This is an optimization exercise on Yosys and OpenROAD, whose aim is small area, a short achievable clock period and few clock cycles per item, not a production implementation.
Function not checked in this run: the RTL went through the layout flow alone.
Power figures rest on the tool's default switching activity, not on a simulated workload.

==> flow/run.sh <==
#!/bin/bash
# synth_recipe.tcl (not shown) runs the flow's synth.tcl, then flattens the netlist and writes it again
# the make line also repeats each setting of config.mk as NAME=value (left out here)
make -C /OpenROAD-flow-scripts/flow DESIGN_CONFIG=/design/flow/config.mk WORK_HOME=/design/flow/orfs CLKGATE_MAP_FILE= SYNTH_SCRIPT=/design/flow/synth_recipe.tcl finish
==> flow/config.mk <==
export PLATFORM = sky130hd
export DESIGN_NAME = me_top
export DESIGN_NICKNAME = me_top
export VERILOG_FILES = /design/flow/design.v
export SDC_FILE = /design/flow/constraint.sdc
export NUM_CORES = 4
export LEC_CHECK = 0
export CAP_MARGIN = 20
export CORE_MARGIN = 2
export CORE_UTILIZATION = 40
export SETUP_SLACK_MARGIN = 4.5
export SLEW_MARGIN = 20
==> flow/constraint.sdc <==
create_clock -name core_clock -period 7.0 [get_ports {clk}]
set_input_delay 1.4000 -clock core_clock [delete_from_list [all_inputs] [get_ports {clk}]]
set_output_delay 1.4000 -clock core_clock [all_outputs]
set_load 0.01 [all_outputs]
==> flow/design.v <==
package me_pkg;
    localparam int BLOCK_DIM    = 4;
    localparam int BLOCK_PIX    = BLOCK_DIM * BLOCK_DIM;
    localparam int AREA_DIM     = 8;
    localparam int SEARCH_DIM   = AREA_DIM - BLOCK_DIM + 1;
    localparam int NUM_CAND     = SEARCH_DIM * SEARCH_DIM;
    localparam int SEARCH_RANGE = 2;
    localparam int PIXEL_W = 8;
    localparam int SAD_W   = 12;
    localparam int COORD_W = 3;
    localparam int MV_W    = 3;
    typedef logic [PIXEL_W-1:0] pixel_t;
    typedef logic [SAD_W-1:0] sad_t;
    typedef logic [COORD_W-1:0] coord_t;
    typedef logic [BLOCK_PIX*PIXEL_W-1:0] block_flat_t;
    typedef logic signed [MV_W-1:0] mv_t;
endpackage
`timescale 1ns/1ns
module block_buffer (
    input  logic                clk,
    input  logic                sample_block,
    input  me_pkg::pixel_t      sample,
    output me_pkg::block_flat_t block_n
);
    always_ff @(posedge clk) begin
        if (sample_block) begin
            block_n <= {~sample, block_n[me_pkg::BLOCK_PIX*me_pkg::PIXEL_W-1:me_pkg::PIXEL_W]};
        end
    end
endmodule
`timescale 1ns/1ns
module sad_cell (
    input  me_pkg::pixel_t a,
    input  me_pkg::pixel_t b_n,
    output me_pkg::pixel_t m,
    output logic           s
);
    me_pkg::pixel_t t;
    assign {s, t} = {1'b0, a} + {1'b0, b_n};
    assign m      = t ^ {me_pkg::PIXEL_W{~s}};
endmodule
`timescale 1ns/1ns
module sad_array (
    input  logic                clk,
    input  logic                rst_n,
    input  logic                sample_block,
    input  logic                sample_valid,
    input  me_pkg::pixel_t      sample,
    input  me_pkg::block_flat_t block_n,
    output me_pkg::sad_t        sad,
    output logic                sad_valid
);
    localparam int W = me_pkg::PIXEL_W;
    me_pkg::coord_t area_row;
    me_pkg::coord_t area_col;
    logic           win_end;
    always_ff @(posedge clk or negedge rst_n) begin
        if (!rst_n) begin
            area_row <= '0;
            area_col <= '0;
        end else if (sample_block) begin
            area_row <= '0;
            area_col <= '0;
        end else if (sample_valid) begin
            area_col <= area_col + 1'b1;
            if (area_col == me_pkg::coord_t'(me_pkg::AREA_DIM - 1)) begin
                area_row <= area_row + 1'b1;
            end
        end
    end
    assign win_end = sample_valid && (area_row >= me_pkg::coord_t'(me_pkg::BLOCK_DIM - 1)) &&
                     (area_col >= me_pkg::coord_t'(me_pkg::BLOCK_DIM - 1));
    localparam int LEN = 20;
    logic [LEN*W-1:0] line;
    always_ff @(posedge clk) begin
        if (sample_valid) begin
            line <= {line[(LEN-1)*W-1:0], sample};
        end
    end
    logic [me_pkg::BLOCK_PIX-1:0][W-1:0] pix;
    logic [me_pkg::BLOCK_PIX-1:0][W-1:0] m_d;
    logic [me_pkg::BLOCK_PIX-1:0] s_d;
    assign pix[0] = line[19*W +: W];
    assign pix[1] = line[18*W +: W];
    assign pix[2] = line[18*W +: W];
    assign pix[3] = line[17*W +: W];
    assign pix[4] = line[13*W +: W];
    assign pix[5] = line[12*W +: W];
    assign pix[6] = line[12*W +: W];
    assign pix[7] = line[11*W +: W];
    assign pix[8] = line[7*W +: W];
    assign pix[9] = line[6*W +: W];
    assign pix[10] = line[6*W +: W];
    assign pix[11] = line[5*W +: W];
    assign pix[12] = line[1*W +: W];
    assign pix[13] = line[0*W +: W];
    assign pix[14] = line[0*W +: W];
    assign pix[15] = sample;
    for (genvar j = 0; j < me_pkg::BLOCK_PIX; j++) begin : g_pix
        sad_cell i_sad_cell (
            .a   (pix[j]),
            .b_n (block_n[j*W +: W]),
            .m   (m_d[j]),
            .s   (s_d[j])
        );
    end
    logic [me_pkg::BLOCK_PIX-1:0][W-1:0] m;
    logic [me_pkg::BLOCK_PIX-1:0] s;
    always_ff @(posedge clk) begin
        if (sample_valid) begin
            m <= m_d;
            s <= s_d;
        end
    end
    logic [8:0] part0;
    logic [8:0] part0_d;
    assign part0_d = 9'(m[0]) + 9'(m[1]) + 9'(s[0]) + 9'(s[1]);
    logic [9:0] part1;
    logic [9:0] part1_d;
    assign part1_d = 10'(part0) + 10'(m[2]) + 10'(m[3]) + 10'(s[2]) + 10'(s[3]);
    logic [10:0] part2;
    logic [10:0] part2_d;
    assign part2_d = 11'(part1) + 11'(m[4]) + 11'(m[5]) + 11'(s[4]) + 11'(s[5]);
    logic [10:0] part3;
    logic [10:0] part3_d;
    assign part3_d = 11'(part2) + 11'(m[6]) + 11'(m[7]) + 11'(s[6]) + 11'(s[7]);
    logic [11:0] part4;
    logic [11:0] part4_d;
    assign part4_d = 12'(part3) + 12'(m[8]) + 12'(m[9]) + 12'(s[8]) + 12'(s[9]);
    logic [11:0] part5;
    logic [11:0] part5_d;
    assign part5_d = 12'(part4) + 12'(m[10]) + 12'(m[11]) + 12'(s[10]) + 12'(s[11]);
    logic [11:0] part6;
    logic [11:0] part6_d;
    assign part6_d = 12'(part5) + 12'(m[12]) + 12'(m[13]) + 12'(s[12]) + 12'(s[13]);
    logic [11:0] sad_d;
    assign sad_d = 12'(part6) + 12'(m[14]) + 12'(m[15]) + 12'(s[14]) + 12'(s[15]);
    always_ff @(posedge clk) begin
        if (sample_valid) begin
            part0 <= part0_d;
            part1 <= part1_d;
            part2 <= part2_d;
            part3 <= part3_d;
            part4 <= part4_d;
            part5 <= part5_d;
            part6 <= part6_d;
        end
    end
    logic win_sum;
    always_ff @(posedge clk or negedge rst_n) begin
        if (!rst_n) begin
            win_sum   <= 1'b0;
            sad_valid <= 1'b0;
        end else begin
            win_sum   <= win_end;
            sad_valid <= win_sum;
        end
    end
    always_ff @(posedge clk) begin
        sad <= sad_d;
    end
endmodule
`timescale 1ns/1ns
module min_search (
    input  logic           clk,
    input  logic           rst_n,
    input  logic           sample_block,
    input  me_pkg::sad_t   sad,
    input  logic           sad_valid,
    output logic           out_valid,
    output me_pkg::mv_t    out_vector
);
    me_pkg::coord_t cand_row;
    me_pkg::coord_t cand_col;
    me_pkg::sad_t   min_sad;
    me_pkg::mv_t    best_x;
    me_pkg::mv_t    best_y;
    logic           first;
    logic           last;
    logic           less;
    logic           y_cycle;
    always_ff @(posedge clk or negedge rst_n) begin
        if (!rst_n) begin
            cand_row <= '0;
            cand_col <= '0;
        end else if (sample_block) begin
            cand_row <= '0;
            cand_col <= '0;
        end else if (sad_valid) begin
            if (cand_col == me_pkg::coord_t'(me_pkg::SEARCH_DIM - 1)) begin
                cand_col <= '0;
                cand_row <= (cand_row == me_pkg::coord_t'(me_pkg::SEARCH_DIM - 1)) ?
                            '0 : cand_row + 1'b1;
            end else begin
                cand_col <= cand_col + 1'b1;
            end
        end
    end
    assign first = (cand_row == '0) && (cand_col == '0);
    assign last  = sad_valid && (cand_row == me_pkg::coord_t'(me_pkg::SEARCH_DIM - 1)) &&
                   (cand_col == me_pkg::coord_t'(me_pkg::SEARCH_DIM - 1));
    assign less  = sad < min_sad;
    always_ff @(posedge clk) begin
        if (sad_valid && (first || less)) begin
            min_sad <= sad;
            best_x  <= me_pkg::mv_t'(cand_col - 3'd2);
            best_y  <= me_pkg::mv_t'(3'd2 - cand_row);
        end
    end
    always_ff @(posedge clk or negedge rst_n) begin
        if (!rst_n) begin
            y_cycle    <= 1'b0;
            out_valid  <= 1'b0;
            out_vector <= '0;
        end else begin
            y_cycle    <= last;
            out_valid  <= last || y_cycle;
            out_vector <= last    ? (less ? me_pkg::mv_t'(3'sd2) : best_x) :
                          y_cycle ? best_y : '0;
        end
    end
endmodule
`timescale 1ns/1ns
module me_top (
    input  logic           clk,
    input  logic           rst_n,
    input  logic           block_valid,
    input  logic           area_valid,
    input  me_pkg::pixel_t in_data,
    output logic           out_valid,
    output me_pkg::mv_t    out_vector
);
    me_pkg::pixel_t      sample;
    logic                sample_block;
    logic                sample_valid;
    me_pkg::block_flat_t block_n;
    me_pkg::sad_t        sad;
    logic                sad_valid;
    always_ff @(posedge clk) begin
        sample <= in_data;
    end
    always_ff @(posedge clk or negedge rst_n) begin
        if (!rst_n) begin
            sample_block <= 1'b0;
            sample_valid <= 1'b0;
        end else begin
            sample_block <= block_valid;
            sample_valid <= area_valid;
        end
    end
    block_buffer i_block_buffer (
        .clk          (clk),
        .sample_block (sample_block),
        .sample       (sample),
        .block_n      (block_n)
    );
    sad_array i_sad_array (
        .clk          (clk),
        .rst_n        (rst_n),
        .sample_block (sample_block),
        .sample_valid (sample_valid),
        .sample       (sample),
        .block_n      (block_n),
        .sad          (sad),
        .sad_valid    (sad_valid)
    );
    min_search i_min_search (
        .clk          (clk),
        .rst_n        (rst_n),
        .sample_block (sample_block),
        .sad          (sad),
        .sad_valid    (sad_valid),
        .out_valid    (out_valid),
        .out_vector   (out_vector)
    );
endmodule
==> results.json <==
{
  "yosysMostFrequentCell": "edfxtp_1",
  "hold_depth": 0,
  "routed_via_density": 5.10,
  "insertion_delay_ns": 0.62,
  "synth_common_cells": "edfxtp_1, ha_1, xnor2_1",
  "met2_usage_pct": 25.7,
  "ys_warn_count": 4,
  "synth_seq_cells": 568,
  "antenna_found_initial": 0,
  "io_pins": 16,
  "syn_nets": 2420,
  "p_leak_nw": 12.5,
  "grt_pass1_wl_mm": 91.0,
  "max_slew_margin_pct": 31.5,
  "start_util_pct": 40.4,
  "cts.sinks": 568,
  "grt-ovfl-total": 0,
  "cts_buffers": 60,
  "setup_slack_ns": 4.21,
  "synth_top_cell_area_share_pct": 54.7,
  "fin_cells": 3233,
  "intPower_mw": 9.26,
  "final.period_utilization_pct": 39.9,
  "cts_tree": "built",
  "drt_first_pass_iters": 6,
  "cp_num_buf_inv": 2,
  "r2r_cells": 11,
  "grt_pass1_vias": 16900,
  "synth.cell_area_sq_um": 28900,
  "syn_area_per_cell_sq_um": 13.8,
  "crit_chain": "fa_1 -> inv_1 -> fa_2 -> fa_2 -> nor2b_2 -> o31a_1 -> o211ai_1 -> buf_4 -> nand2_2 -> a21oi_2 -> xnor2_1",
  "wire_per_inst_um": 17.4,
  "grt_start_max_net_pins": 181,
  "path_class": "register to register",
  "hold_buffers": 0,
  "maxCapViolCount": 0,
  "slew_violations": 0,
  "drc": 0,
  "irDropWorstVdd_mv": 0.231,
  "fillCellCount": 6192,
  "rows": 98,
  "ys_types": 74,
  "synth_top_area_cell": "edfxtp_1",
  "gr-max-usage-layer": "met2",
  "grt_usage_pct": 15.2,
  "dpl_cell_area_sq_um": 30300,
  "combPwrFrac_pct": 39.7,
  "slowest_delay_ns": 0.54,
  "path_depth": 11,
  "drtAntennaViolNets": 0,
  "cp_max_fo": 2,
  "cp_slowest_cell": "fa_1",
  "postLayoutCellArea_sq_um": 33400,
  "drt_iter0_drc": 1131,
  "seq_area_frac_synth_pct": 57.9,
  "worstSetupStartpointType": "register",
  "dp_hpwl_mm": 39.5,
  "setup_violations": 0,
  "power.switching_mw": 4.50,
  "arrival_ns": 3.16,
  "dieArea_sq_um": 74400,
  "die_y_um": 273,
  "synthCells": 2101,
  "area_growth_pct": 15.6,
  "io_buffers": 15,
  "setup-tns-final_ns": 0,
  "vias": 16500,
  "place_ws_ns": 4.15,
  "rsz0062_at_grt": "true",
  "ys.flop_type": "edfxtp_1",
  "cpLargestDelayFamily": "adder cells",
  "worstMarginPinSlew_ns": 1.03,
  "outcome": "complete, no violations",
  "nets": 2551,
  "clk_pin_slew_worst_paths_ns": 0.06,
  "swShare_pct": 32.7,
  "clk_path_buf_depth": 3,
  "dp_cells": 3061,
  "synth_top_cells_by_area": "edfxtp_1, ha_1, fa_1",
  "root_buffer": "clkbuf_16",
  "cpMostUsedCell": "fa_2",
  "fin_skew_ns": 0.0225,
  "n_antenna_cell": 0,
  "cp-end-kind": "register",
  "timing.fmax_ghz": 0.358,
  "hold_path_class": "register to register",
  "hold_viol": 0,
  "core_area_sq_um": 71500,
  "pwr-share-seq_pct": 36.4,
  "grt.met1_usage_pct": 20.5,
  "routed_wl_mm": 56.1,
  "power_density_nw_per_um2": 412,
  "synthArstFlopShare_pct": 3.70,
  "post-route-min-period_ns": 2.79,
  "gp_congestion": 0.851,
  "die_w_um": 273,
  "drive_above_1_share_pct": 14.3,
  "clock_power_share_pct": 24.0,
  "cp.required_ns": 7.36,
  "synth_enable_flop_cells": 527,
  "h-tree-depth": 2,
  "use_met3_pct": 2.04
}
==> cells in the final DEF, fill, tap and decap left out, types with 9 or more instances in the layout <==
cell type / n
a21o_1: 24
a211oi_1: 24
nor4_1: 9
nor2b_1: 46
a21oi_2: 18
fa_1: 71
nor2_1: 122
nand2_1: 71
xnor2_1: 184
mux2i_1: 16
edfxtp_1: 527
o21ai_0: 52
nor2b_2: 12
clkdlybuf4s50_1: 11
dfrtp_1: 19
o21bai_1: 13
ha_1: 208
o211ai_1: 9
nand2b_1: 17
o221ai_1: 10
clkinv_2: 12
o22ai_1: 20
nand3_1: 16
xor2_1: 52
clkbuf_16: 62
o21ai_1: 14
dfxtp_1: 20
o21a_1: 47
a21oi_1: 90
o21ai_2: 10
fa_2: 17
buf_4: 55
inv_1: 136
clkinv_1: 11
nor3_1: 42
==> sequential cells by signal (all words and copies together), names as in the netlist, 8 cells and up <==
name / flops
i_sad_array.part4: 12
i_sad_array.part3: 11
i_sad_array.m: 128
i_sad_array.s: 16
i_sad_array.sad: 12
i_sad_array.part1: 10
sample: 8
i_block_buffer.block_n: 128
i_sad_array.part2: 11
i_sad_array.part0: 9
i_sad_array.part5: 12
i_min_search.min_sad: 12
i_sad_array.part6: 12
i_sad_array.line: 160
==> power by group through the flow <==
stage / Clock (mW) / Sequential, mW / Combinational [mW]
5_1_grt: 3.51 / 5.08 / 6.07
6_report: 3.30 / 5.00 / 5.46
3_3_place_gp: 0 / 5.08 / 4.41
3_5_place_dp: 0 / 5.08 / 4.47
2_1_floorplan: 0 / 4.95 / 3.44
4_1_cts: 3.40 / 5.03 / 5.05
==> worst paths after layout <==
| check | from | end | slack [ns] |
|---|---|---|---|
| max reg2reg | i_sad_array.part3[0] | i_sad_array.part4[8] | 4.21 |
| max in group asynchronous | rst_n | sample_block | 5.01 |
| min | i_sad_array.win_sum | i_sad_array.sad_valid | 0.36 |
| min in group asynchronous | rst_n | i_min_search.y_cycle | 1.31 |
| min reg2reg | i_sad_array.win_sum | i_sad_array.sad_valid | 0.36 |
| max | i_sad_array.part3[0] | i_sad_array.part4[8] | 4.21 |
==> stage by stage <==
| stage | hold WS (ns) | power [mW] | utilization (%) |
|---|---|---|---|
| 2_1_floorplan | 0.331 | 8.39 | - |
| 3_3_place_gp | 0.346 | 9.49 | 42.4 |
| 3_5_place_dp | 0.345 | 9.55 | 42.4 |
| 4_1_cts | 0.359 | 13.5 | 45.9 |
| 5_1_grt | 0.381 | 14.7 | 46.7 |
| 6_report | 0.359 | 13.8 | 46.7 |
==> area by class of cell <==
cell class	count	area [sq um]	area share [%]
inverter	139	522	1.56
clock buffer	72	1640	4.90
timing repair buffer	80	673	2.01
sequential	568	16800	50.1
tap	950	1190	3.56
multi-input combinational	1383	12200	36.5
clock inverter	41	438	1.31
==> routing by layer <==
metal	wire (um)	up-vias
li1	-	8021
met1	25700	8129
met2	27400	259
met3	1800	89
met4	1230	0
met5	0	-
==> repair_timing <==
item                                    in CTS  in global routing
gates resized for setup                     76                 96
setup buffers                               35                 24
pin swaps                                   40                 53
endpoints found under the setup margin      92                139
==> cell families (layout without fill, tap and decap cells) <==
family	count (synthesis)	in the layout	synth area share [%]
AND/OR/NAND/NOR	398	398	6.79
AO/OA/AOI/OAI	421	421	9.83
buffers and inverters	150	332	1.98
adder cells (fa/ha/maj)	307	307	15.6
flip-flops	568	568	57.9
multiplexers	19	19	0.667
XOR/XNOR	238	238	7.21

## re-timing with driven ports
In the flow no input, the clock included, has a driving cell. The finished layout below was timed again as built, in two steps.
Step 1, drivers: a clkbuf_16 drives clk and a buf_2 each remaining input, both assumed.
Step 2 moves the port delays by t, midway between the first and last clock arrival at a register: inputs arrive t later, outputs are due t later. That takes back most of the time a late clock gives input paths.
Slacks: ideal / step 1 / step 2; pairs: ideal / step 1.
t, ns: 0.667
setup WS [ns]: 4.208 / 4.208 / 4.208
worst setup path after step 2: register to register
worst data-port slew with drivers (ns): 0.04
pins driven straight from the clock port: 1
After both steps setup and hold are still met in this run. For this run, drivers alone change the setup slack by 0.000 ns; drivers and shift together by 0.000 ns.
